This is an optimization exercise on Yosys and OpenROAD, whose aim is small area, a short achievable clock period and few clock cycles per item, not a production implementation.
In this exercise RTL edits were held to simulation tests only and were not proved equivalent to the original.

## flow/design.v (module list and top-level ports; edited modules follow where they fit)
// module gf_mul: 412 lines
// module chien_lane: 2028 lines
// module batch_counter: 26 lines
// module scan_ctrl: 37 lines
// module root_serializer: 181 lines
// module chien_search: 146 lines
module chien_search #(
    parameter int LANES = 16,
    parameter int DEPTH = 4
) (
    input  logic                 clk_i,
    input  logic                 rst_ni,
    input  logic                 start_req_i,
    input  logic                 root_ack_i,
    input  logic [119:0]         sigma_i,
    output logic                 start_ack_o,
    output logic                 root_req_o,
    output logic                 done_o,
    output logic [9:0]           root_pos_o,
    output logic [3:0]           root_count_o
);
  // ...
==> flow/flow/run.sh <==
#!/bin/bash
# The standard layout, with a small buffer (buf_1) on every port instead of the
# default delay buffer. Each tool's output goes to its own log file here.
set -e
cp standard.sh standard_sh.log
export BUFFER_PORTS_ARGS="-buffer_cell sky130_fd_sc_hd__buf_1"
bash standard.sh > standard.log 2>&1
==> flow/standard.sh <==
#!/bin/bash
# synth_recipe.tcl (not shown) runs the flow's synth.tcl, then flattens the netlist and writes it again
# the make line also repeats each setting of config.mk as NAME=value (left out here)
make -C /OpenROAD-flow-scripts/flow DESIGN_CONFIG=/design/flow/config.mk WORK_HOME=/design/flow/orfs CLKGATE_MAP_FILE= SYNTH_SCRIPT=/design/flow/synth_recipe.tcl "${@:-finish}"
==> flow/config.mk <==
export PLATFORM = sky130hd
export DESIGN_NAME = chien_search
export DESIGN_NICKNAME = chien_search
export VERILOG_FILES = /design/flow/design.v
export SDC_FILE = /design/flow/constraint.sdc
export NUM_CORES = 4
export LEC_CHECK = 0
export CAP_MARGIN = 20
export CORE_MARGIN = 2
export CORE_UTILIZATION = 25
export CTS_BUF_LIST = sky130_fd_sc_hd__clkbuf_8
export SETUP_SLACK_MARGIN = 1.5
export SLEW_MARGIN = 20
==> flow/constraint.sdc <==
create_clock -name core_clock -period 5.0 [get_ports {clk_i}]
set_input_delay 1.0000 -clock core_clock [delete_from_list [all_inputs] [get_ports {clk_i}]]
set_output_delay 1.0000 -clock core_clock [all_outputs]
set_load 0.01 [all_outputs]
==> impl_metrics.json, run 1 <==
{
  "outcome": "complete, no violations",
  "numCtsBuffers": 48,
  "dp_cells": 5595,
  "hold_viol": 0,
  "regToRegStartpoint": "term_q[49]",
  "die_w_um": 365.7,
  "dp_slack_ns": 0.4998,
  "cts_tree": "yes",
  "hpwl_um": 190800,
  "fin_ws_ns": 1.331,
  "drc": 0,
  "buf_share_pct": 15.34,
  "cp_data_required_time_ns": 5.64,
  "synthFlopType": "edfxtp_1",
  "synth_top_family_by_area": "XOR/XNOR gates",
  "max_freq_ghz": 0.2725,
  "dr.pass1.iters": 6,
  "antenna_found_initial": 10,
  "crit_chain": "buf_4 -> xor2_1 -> buf_4 -> xor2_2 -> xnor2_1 -> xnor2_1 -> xnor2_1 -> nor4_1 -> buf_4 -> nand4_1 -> nor3_1 -> buf_4",
  "period_minus_slack_ns": 3.669,
  "numPortBuffers": 140,
  "finalNonFillerCells": 5891,
  "synthMuxAreaShare_pct": 0.9600,
  "top_register": "term_q",
  "cp.depth": 12,
  "min_path_type": "reg -> reg",
  "slowest_delay_ns": 0.48,
  "reg.largest.list": "term_q (120), u_ser.mem_q (44)",
  "yosysTopAreaCell": "xnor2_1",
  "grt_setup_unrepaired": "true"
}
Testbench counts, summed over its fixed seeds: cycles 7,400, items 256.
==> run 2, diff against run 1 <==
--- a/flow/config.mk
+++ b/flow/config.mk
@@ -8,6 +8,5 @@
 export CAP_MARGIN = 20
 export CORE_MARGIN = 2
 export CORE_UTILIZATION = 25
-export CTS_BUF_LIST = sky130_fd_sc_hd__clkbuf_8
 export SETUP_SLACK_MARGIN = 1.5
 export SLEW_MARGIN = 20
==> run 2 against run 1 <==
Compared with the run above:
- still clean
- non-clock buffer count up 6
- maximum frequency up 1.4%
- critical endpoint is now z_q[1]
- highest routed layer unchanged
==> impl_metrics.json, run 2 <==
{
  "outcome": "complete, no violations",
  "antenna_found_initial": 5,
  "numCtsBuffers": 31,
  "finalNonFillerCells": 5864,
  "die_w_um": 365.7,
  "min_path_type": "reg -> reg",
  "finalCritPeriodShare_pct": 72.40,
  "startpoint": "term_q[66]",
  "skew_ns": 0.04876,
  "drc": 0,
  "area_growth_pct": 32.13,
  "endpoint": "z_q[1]",
  "grt_pass1_vias": 28240,
  "dr.pass1.iters": 5,
  "dp_cells": 5595,
  "ctsHoldBuffers": 0,
  "routed_wl_um": 235900,
  "rr_worst_depth": 13,
  "slew_headroom_pct": 24.66,
  "ys_top_cells_by_count": "1,736 x xnor2_1, 456 x xor2_1, 181 x edfxtp_1",
  "ys_seq_elements": 256,
  "core_um2": 129600,
  "critPathBufInv": 4,
  "setup_viol": 0,
  "synth-async-reset-ratio_pct": 23.05,
  "seq_area_frac_synth_pct": 22.11,
  "num_rows": 132,
  "synth_edf_count": 181,
  "drv_cap": 0,
  "slowest_stage": "edfxtp_1",
  "fill_cells": 13400,
  "cp_data_required_time_ns": 5.56,
  "grt_usage_pct": 33.81,
  "arrival_ns": 4.18,
  "period_minus_slack_ns": 3.620,
  "avgSynthCellArea_um2": 9.653,
  "regToRegStartpoint": "term_q[66]",
  "vias_per_cell": 5.098,
  "grt_overflow": 0,
  "cts_root_buf": "clkbuf_16",
  "hpwl_um": 190800,
  "final_common_cell": "xnor2_1",
  "numPortBuffers": 140,
  "grt_setup_unrepaired": "true",
  "final_cell_mix": "1,658 x xnor2_1, 637 x buf_4, 424 x xor2_1",
  "fp.dieArea_um2": 133800,
  "crit_fanout": 4,
  "synth_most_common_cell": "xnor2_1",
  "max_freq_ghz": 0.2763,
  "place_area_um2": 38760,
  "synth_area_leaders": "xnor2_1 46%, edfxtp_1 17%, xor2_1 12%",
  "crit_chain": "xnor2_1 -> buf_4 -> xnor2_1 -> xnor2_1 -> xnor2_1 -> xnor2_1 -> buf_4 -> xnor2_1 -> nor4_1 -> nand4_1 -> buf_4 -> nor3_1 -> buf_4",
  "criticalPathCategory": "reg -> reg",
  "reg.largest.list": "term_q (120), u_ser.mem_q (44)",
  "cp.depth": 13,
  "ant_nets": 0,
  "clkLatencyLatePin_ns": 0.68,
  "utilization_pct": 33.34,
  "cp_common_cell": "xnor2_1",
  "slew_violations": 0,
  "fin_ws_ns": 1.380,
  "initial_core_util_pct": 25.23,
  "wl_per_cell_um": 40.22,
  "tightest_slew_ns": 1.122,
  "syn_nets": 3531,
  "start_kind": "flip-flop",
  "path_clk_slew_ns": 0.06,
  "hold_viol": 0,
  "finalNetCount": 4238,
  "top_register": "term_q",
  "synthFlopType": "edfxtp_1",
  "vias": 29890,
  "timing.reg2reg.setup_slack_ns": 1.38,
  "clkSinkCount": 256,
  "drive_gt1_share_pct": 24.39,
  "end_kind": "flip-flop",
  "grt_max_degree": 114,
  "grt_first_pass_wirelength_um": 294800,
  "ys_types": 68,
  "largest_reg_flops": 120,
  "syn_area_um2": 32710,
  "dp_slack_ns": 0.4998,
  "hold_ws_ns": 0.4176,
  "critPathTopFamily": "XOR/XNOR gates",
  "die_y_um": 365.7,
  "slowest_delay_ns": 0.52,
  "final_area_um2": 43220,
  "clk_path_buf_depth": 3,
  "io_pins": 141,
  "yosysTopAreaCell": "xnor2_1",
  "cts_tree": "yes",
  "hp-start": "zb_q[3]",
  "htree_levels": 1,
  "gp_congestion": 1.119,
  "syn_inst": 3389,
  "first_iter_violations": 4416,
  "yosys.area.top_type_share_pct": 46.48,
  "multi_input_area_um2": 25990,
  "r2r-end": "z_q[1]",
  "tns_ns": 0,
  "final-seq-area_um2": 7253,
  "ys_warn_count": 6
}
[run 2: logic make-up after synthesis]
family / share of synthesized area, %
AOI/OAI and AO/OA: 4.123
muxes: 0.9600
xor gates and xnor gates: 62.74
and+or+nand+nor: 6.005
adders and majority gates: 0.8644
buffers and inverters: 3.201
DFF: 22.11
[run 2: worst min path at each step]
stage                          to  slack, ns  cells after the start
floorplan           u_ser.hb_q[0]       0.40                      0
global placement    u_ser.hb_q[2]       0.40                      0
detailed placement  u_ser.hb_q[0]       0.40                      0
CTS                 u_ser.hb_q[3]       0.42                      0
global route        u_ser.hb_q[4]       0.43                      0
finish              u_ser.hb_q[3]       0.42                      0
[run 2: worst register-to-register path, cell delays in order, from the launching register on]
cell and delay (ns):
edfxtp_1 0.52, xnor2_1 0.50, buf_4 0.30, xnor2_1 0.27, xnor2_1 0.19, xnor2_1 0.34, xnor2_1 0.12, buf_4 0.17
xnor2_1 0.15, nor4_1 0.28, nand4_1 0.15, buf_4 0.18, nor3_1 0.17, buf_4 0.21
[run 2: cell type report]
| class | count | share of cell area [%] |
|---|---|---|
| Multi-Input combinational cell | 2931 | 60.13 |
| Tap cell | 1742 | 5.043 |
| Clock inverter | 17 | 0.3676 |
| Sequential cell | 256 | 16.78 |
| Inverter | 29 | 0.2895 |
| Clock buffer | 40 | 1.919 |
| Antenna cell | 2 | 0.01158 |
| Timing Repair Buffer | 847 | 15.46 |
[run 2: timing repair]
action / 4_1_cts / 5_1_grt
gates resized for setup: 95 / 91
endpoints found under the setup margin: 265 / 267
buffers inserted: 112 / 89
gates cloned: 4 / 4
pin swaps: 20 / 18
[run 2: per-layer routing]
| layer | GRT usage, % | vias up | part of all wire [%] |
|---|---|---|---|
| met5 | 0 | - | 0.019 |
| met4 | 24.17 | 6 | 9.1 |
| met3 | 6.916 | 608 | 9.5 |
| met2 | 49.70 | 2024 | 42 |
| met1 | 43.92 | 14970 | 40 |
| li1 | - | 12290 | - |
==> run 3, diff against run 2 <==
==> flow/run.sh (new file) <==
#!/bin/bash
# synth_recipe.tcl (not shown) runs the flow's synth.tcl, then flattens the netlist and writes it again
# the make line also repeats each setting of config.mk as NAME=value (left out here)
make -C /OpenROAD-flow-scripts/flow DESIGN_CONFIG=/design/flow/config.mk WORK_HOME=/design/flow/orfs CLKGATE_MAP_FILE= SYNTH_SCRIPT=/design/flow/synth_recipe.tcl finish
removed: flow/flow/run.sh
removed: flow/standard.sh
==> run 3 against run 2 <==
Compared with the run above:
- critical path depth decreased by 2
- synthesized cell count stayed put
- still clean on timing, DRC and antenna
- via count barely moved
- highest routed layer is now met4
- worst hold slack got worse by 0.15 ns
- global-route usage down 0.10 points
- register-to-register slack got worse by 0.09 ns
- core utilization increased by 1.2 points
==> impl_metrics.json, run 3 <==
{
  "outcome": "complete, no violations",
  "synth_most_common_cell": "xnor2_1",
  "final_common_cell": "xnor2_1",
  "grt_setup_unrepaired": "true",
  "syn_nets": 3531,
  "final_cell_mix": "1,628 x xnor2_1, 657 x buf_4, 414 x xor2_1",
  "yosysTopAreaCell": "xnor2_1",
  "grt_usage_pct": 33.70,
  "vias_per_cell": 5.072,
  "syn_inst": 3389,
  "drv_cap": 0,
  "ys_seq_elements": 256,
  "fp.dieArea_um2": 133800,
  "ys_warn_count": 6,
  "fill_cells": 13370,
  "grt_first_pass_wirelength_um": 294500,
  "first_iter_violations": 4116,
  "setup_viol": 0,
  "routed_wl_um": 235800,
  "avgSynthCellArea_um2": 9.653,
  "arrival_ns": 4.29,
  "seq_area_frac_synth_pct": 22.11,
  "period_minus_slack_ns": 3.715,
  "synth_edf_count": 181,
  "hold_viol": 0,
  "dr.pass1.iters": 5,
  "finalCritPeriodShare_pct": 74.29,
  "synthFlopType": "edfxtp_1",
  "dp_cells": 5627,
  "ys_types": 68,
  "initial_core_util_pct": 25.23,
  "clk_path_buf_depth": 3,
  "die_y_um": 365.7,
  "io_pins": 141,
  "vias": 29880,
  "criticalPathCategory": "reg -> reg",
  "slowest_stage": "edfxtp_1",
  "drc": 0,
  "regToRegStartpoint": "term_q[81]",
  "min_path_type": "in -> async",
  "top_register": "term_q",
  "cp_common_cell": "xnor2_1",
  "ctsHoldBuffers": 0,
  "core_um2": 129600,
  "clkLatencyLatePin_ns": 0.65,
  "wl_per_cell_um": 40.03,
  "numPortBuffers": 140,
  "num_rows": 132,
  "reg.largest.list": "term_q (120), u_ser.mem_q (44)",
  "critPathTopFamily": "XOR/XNOR gates",
  "num_antenna_cells": 0,
  "cts_tree": "yes",
  "clkSinkCount": 256,
  "crit_fanout": 6,
  "tightest_slew_ns": 1.086,
  "utilization_pct": 34.56,
  "critPathBufInv": 3,
  "grt_pass1_vias": 28120,
  "end_kind": "flip-flop",
  "ant_nets": 0,
  "cp_data_required_time_ns": 5.57,
  "area_growth_pct": 36.97,
  "slew_headroom_pct": 27.08,
  "start_kind": "flip-flop",
  "numCtsBuffers": 31,
  "slowest_delay_ns": 0.79,
  "grt_max_degree": 113,
  "antenna_found_initial": 1,
  "skew_ns": 0.03393,
  "gp_congestion": 1.079,
  "finalNetCount": 4265,
  "syn_area_um2": 32710,
  "drive_gt1_share_pct": 25.72,
  "grt_overflow": 0,
  "synth-async-reset-ratio_pct": 23.05,
  "yosys.area.top_type_share_pct": 46.48,
  "max_freq_ghz": 0.2692,
  "crit_chain": "buf_4 -> xnor2_1 -> xnor2_1 -> xnor2_1 -> xnor2_1 -> xnor2_1 -> xnor2_1 -> nand4_1 -> buf_6 -> nor3_4 -> buf_4",
  "r2r-end": "z_q[1]",
  "hold_ws_ns": 0.2694,
  "ys_top_cells_by_count": "1,736 x xnor2_1, 456 x xor2_1, 181 x edfxtp_1",
  "die_w_um": 365.7,
  "slew_violations": 0,
  "synth_area_leaders": "xnor2_1 46%, edfxtp_1 17%, xor2_1 12%",
  "htree_levels": 1,
  "cts_root_buf": "clkbuf_16",
  "finalNonFillerCells": 5890,
  "timing.reg2reg.setup_slack_ns": 1.29,
  "hpwl_um": 193900,
  "rr_worst_depth": 11,
  "largest_reg_flops": 120,
  "path_clk_slew_ns": 0.07
}
==> run 3: cell counts after synthesis <==
No cell type changed its count.
==> run 3: logic make-up (layout without fill, tap and decap cells) <==
logic type	count (synthesis)	after routing	synth area share (%)
simple gates	407	409	6.005
flops	256	256	22.11
fa+ha+maj	23	23	0.8644
compound gates	226	226	4.123
buf+inv	204	961	3.201
mux	17	17	0.9600
xor+xnor	2256	2256	62.74
==> run 3: timing repair <==
item,CTS,global route
setup buffers,101,94
cloned,1,9
setup endpoints to repair,279,224
pin swaps,25,38
resized for setup,97,139
==> run 3: final cells by class <==
cell class / instances / area [um^2] / share of cell area (%)
multi-input cells: 2931 / 26480 / 59.11
inverters: 29 / 121.4 / 0.2709
clock inverters: 22 / 236.5 / 0.5278
flip-flops and latches: 256 / 7237 / 16.15
clock buffers: 36 / 794.5 / 1.773
repair buffers: 874 / 7752 / 17.30
well taps: 1742 / 2180 / 4.865
==> run 3: how the worst max path moves through the flow <==
| stage | cells past startpoint | endpoint | startpoint |
|---|---|---|---|
| after floorplan | 14 | term_q[100] | z_q[11] |
| after global placement | 13 | deg1_q[3] | sigma_i[105] |
| final | 11 | z_q[1] | term_q[81] |
| after CTS | 13 | z_q[1] | term_q[81] |
| after detailed placement | 14 | deg1_q[3] | sigma_i[115] |
| after global routing | 14 | term_q[93] | z_q[11] |
==> run 3: metrics by stage <==
stage	instance area [um^2]	worst slack [ns]	TNS, ns
2_1_floorplan	32750	1.537	0
3_5_place_dp	39930	0.4168	0
4_1_cts	42750	1.337	0
6_report	44810	1.285	0
5_1_grt	44810	1.443	0
3_3_place_gp	39890	-0.4560	-0.7786
==> run 3: per-layer routing <==
metal	vias to the layer above	wire length [um]	track usage, %	part of all wire (%)
met3	515	20740	6.294	8.8
met1	15150	96860	44.62	41
li1	12320	-	-	-
met4	0	21280	24.17	9.0
met5	-	0	0	0
met2	1887	96910	48.94	41

## afterwards: timing with drivers on the ports
No port has a modelled driver above. Below, the same layouts with a new extraction and two added sets of constraints.
Step 1: set_driving_cell puts a clkbuf_16 on clk_i and a buf_2 on each other input, an assumption about the parent block.
Step 2 times the ports against the registers' clock, not the clock port: input delays grow and output delays shrink by t, the midpoint of the rising clock arrivals with the driver on.
Three values: ideal ports, drivers, drivers and shift; two values: the first two.
| run | shift t [ns] | setup slack, ns | worst setup path after step 2 |
|---|---|---|---|
| run 1 | 0.797 | 1.331 / 1.331 / 0.640 | input to register |
| run 2 | 0.736 | 1.380 / 1.380 / 0.993 | input to register |
| run 3 | 0.719 | 1.285 / 1.285 / 0.847 | input to register |
After both steps every run listed still meets setup and hold. The setup slack of run 1, which loses most, moves by 0.000 ns with the drivers and by -0.691 ns with both steps.
